Source: an optimization exercise on an open RTL-to-GDS flow (aim: small area, a short achievable clock period and few clock cycles per item). Production flows keep margins and buffers that such runs may drop. RTL that was checked went through simulation tests only; none was proved equivalent to the original.

Design rgb_to_hsv_converter_top, start of the top module:
module rgb_to_hsv_converter_top (
  input  logic        clk,
  input  logic        rst,
  input  logic        push,
  input  logic [31:0] pixel,
  output logic        full,
  output logic        empty,
  input  logic        pop,
  output logic [39:0] hsv
);
export LEC_CHECK = 0
export CAP_MARGIN = 20
export CORE_MARGIN = 2
export CORE_UTILIZATION = 55
export CTS_BUF_LIST = sky130_fd_sc_hd__clkbuf_8
export PLACE_DENSITY = 0.8
export SETUP_SLACK_MARGIN = 4.0
export SLEW_MARGIN = 20
create_clock -name core_clock -period 8.5 [get_ports {clk}]
run.sh (not shown) runs the stock make flow with config.mk's settings and CLKGATE_MAP_FILE= SYNTH_SCRIPT=/design/flow/synth_recipe.tcl, a recipe that flattens the netlist after the stock synthesis.
Testbench counts at the start, summed over its fixed seeds: cycles 8,264, items 8,192.
Next try:
--- a/flow/design.v
+++ b/flow/design.v
@@ -198,15 +198,15 @@
   assign c_3 =  ge_bg & !ge_rg;    
   assign c_4 = !ge_rb &  ge_rg;    
   assign c_5 =  ge_rb & !ge_gb;    
   logic [7:0] c1_mx, c1_mn, c1_mid;
   logic [1:0] c1_m30;
   logic c1_hq0;
-  assign c1_mx  = (c_1 | c_2) ? f_g : (c_3 | c_4) ? f_b : f_r;
-  assign c1_mn  = (c_2 | c_3) ? f_r : (c_4 | c_5) ? f_g : (c_0 | c_1) ? f_b : f_r;
-  assign c1_mid = (c_0 | c_3) ? f_g : (c_1 | c_4) ? f_r : (c_2 | c_5) ? f_b : f_r;
+  assign c1_mx  = ({8{c_1 | c_2}} & f_g) | ({8{c_3 | c_4}} & f_b) | ({8{!(c_1 | c_2 | c_3 | c_4)}} & f_r);
+  assign c1_mn  = ({8{c_4 | c_5}} & f_g) | ({8{c_0 | c_1}} & f_b) | ({8{!(c_0 | c_1 | c_4 | c_5)}} & f_r);
+  assign c1_mid = ({8{c_0 | c_3}} & f_g) | ({8{c_2 | c_5}} & f_b) | ({8{!(c_0 | c_2 | c_3 | c_5)}} & f_r);
   assign c1_m30 = {c_2 | c_5, c_1 | c_4};
   assign c1_hq0 = c_3 | c_4 | c_5;
   logic [7:0] c2_d0, c2_ea, c2_eb, c2_hr0;
   logic c2_odd;
   assign c2_d0  = s1_mn + ~s1_mx;
   assign c2_odd = s1_hq ^ s1_m3[0];
=>
- The changed run produced a clean layout
- die area goes up by 0.40%
- synthesized area goes up by about 0.4%
- synthesized cell count goes up by 0.38%
- first-iteration DRC count goes down by 2.4%
- maximum frequency goes up by about 0.9%
- setup slack is better by 0.038 ns
- final cell count goes down by about 0.9%
- routed wire length goes down by 3.8%
- register-to-register slack is about the same
For the second run of this note, only the layout was checked, not whether the RTL still works.

--- another note on this design; it stands on its own ---

== fjord ==
## rgb_to_hsv_converter_top
module rgb_to_hsv_converter_top (
  input  logic        clk,
  input  logic        rst,
  input  logic        push,
  input  logic [31:0] pixel,
  output logic        full,
  output logic        empty,
  input  logic        pop,
  output logic [39:0] hsv
);
clock: 8.5 ns
lec_check: 0
cap_margin: 0
core_margin: 2
core_utilization: 40
cts_buf_list: sky130_fd_sc_hd__clkbuf_8
setup_slack_margin: 4.0
slew_margin: 0
run.sh (not shown) runs the stock make flow with config.mk's settings and CLKGATE_MAP_FILE= SYNTH_SCRIPT=/design/flow/synth_recipe.tcl, a recipe that flattens the netlist after the stock synthesis.
Testbench counts of fjord, summed over its fixed seeds: cycles 8,264, items 8,192.
Input changes introduced in garnet (baseline for comparison: fjord):
- changing SETUP_SLACK_MARGIN from 4.0 to 4.2
- changing CORE_UTILIZATION from 40 to 55
- changing CAP_MARGIN from 0 to 20
- setting PLACE_DENSITY to 0.8 for the first time
- changing SLEW_MARGIN from 0 to 20
--- outcome ---
garnet has violation count after the first detailed-routing iteration above what fjord had.
Diff fjord..garnet | final-report setup violation count | unchanged
Sort garnet and fjord by largest stage delay on the critical path desc -> top: garnet
The maximum clock frequency of garnet is higher than that of fjord.
fjord → garnet: final worst slack has increased.
The sequential share of layout area of garnet is lower than that of fjord.
met2 usage ended up 12 points higher on garnet than on fjord.
#### Input delta (raven over garnet)
- a deleted PLACE_DENSITY that had been 0.8
- a change of CORE_UTILIZATION from 55 to 40
- a change of SETUP_SLACK_MARGIN from 4.2 to 4.0
--- outcome ---
Sort garnet and raven by non-clock buffer count, ascending, and raven comes first.
Taking garnet as the reference, in raven met2 usage shows a reduction of 12 points; total via count in the routed design shows a reduction of 892; design area shows a reduction of 2.5%; number of gates resized after CTS shows a reduction of about 56%; biggest fanout along the worst timing path shows an increase of 1.
[raven] routed wirelength normalized by instance count fell about 10% relative to garnet
Relative to garnet, the critical path depth in cells of raven is higher by 1.
As far as antenna violation net count after detailed routing goes, raven and garnet are indistinguishable; the numbers are identical.
Changes in sierra relative to raven:
- setting PLACE_DENSITY to 0.9 for the first time
- changing CORE_UTILIZATION from 40 to 65
Findings:
sierra against raven: count of flip-flops with a built-in enable after synthesis was more or less identical; first-pass iteration count of the detailed router about even; global-route wire length before repair went up by about 1.4%.

---

Another version of the RTL of rgb_to_hsv_converter_top (not shown whole).
Size in the first run: about 2,200 cells after synthesis, roughly 78 I/O pins, about 25,000 sq um of cells after synthesis.
==> flow/design.v (excerpt) <==
module rgb_to_hsv_converter_top (
  input  logic        clk,
  input  logic        rst,
  input  logic        push,
  input  logic [31:0] pixel,
  output logic        full,
  output logic        empty,
  input  logic        pop,
  output logic [39:0] hsv
);
export LEC_CHECK = 0
export CAP_MARGIN = 20
export CORE_MARGIN = 2
export CORE_UTILIZATION = 40
export SLEW_MARGIN = 20
create_clock -name core_clock -period 8.5 [get_ports {clk}]
Testbench counts at the start, summed over its fixed seeds: cycles 8,264, items 8,192.
==> next run, changes <==
Settings changed: SETUP_SLACK_MARGIN set to 5.0.
=> Design area increases by 15%. Wire length increases by 16%. Worst setup slack gets better by 1.5 ns. Global-route usage increases by 1.7 points. Non-clock buffer count increases by 263. Register-to-register slack gets better by 1.5 ns. Die area stays the same. Final cell count increases by 8.4%.
==> next run, changes <==
Settings changed: SETUP_SLACK_MARGIN 5.0 to 4.0.
The new run went through all stages and came out clean; cell count came out lower by a few percent; routed wire length came out lower by a little under a tenth; worst hold slack hardly moves; synthesized area is unchanged; worst setup slack gets worse by 0.072 ns; maximum frequency came out lower slightly; critical path depth is unchanged.

==> what the ideal ports hide <==
Ports are ideal in the flow. The routed layouts listed here were re-timed in OpenROAD. Step 1 assumes that a clkbuf_16 drives the clock port and a buf_2 every other input. Step 2, shift: input delay + t, output delay - t, t = (earliest + latest rising clock arrival at the registers) / 2. This alone moves slack from input paths to output paths. Slacks: ideal / step 1 / step 2; pairs: ideal / step 1.
run	t, ns	setup slack, ns	worst setup path at the end
the first run of note 1	0.675	4.136 / 4.117 / 3.613	input to register
the second run of note 1	0.671	4.174 / 4.193 / 3.530	input to register
fjord	0.697	3.956 / 3.956 / 3.499	input to register
garnet	0.706	4.139 / 4.139 / 3.670	input to register
raven	0.708	4.057 / 4.057 / 3.481	input to register
sierra	0.672	3.941 / 3.941 / 3.522	input to register
the first run of note 3	0.651	2.491 / 2.491 / 2.491	register to register
the second run of note 3	0.648	4.026 / 4.026 / 4.026	register to register
the third run of note 3	0.640	3.954 / 3.954 / 3.954	register to register
After both steps every run listed still meets setup and hold. The setup slack of the second run of note 1, which loses most, moves by +0.019 ns with the drivers and by -0.644 ns with both steps.
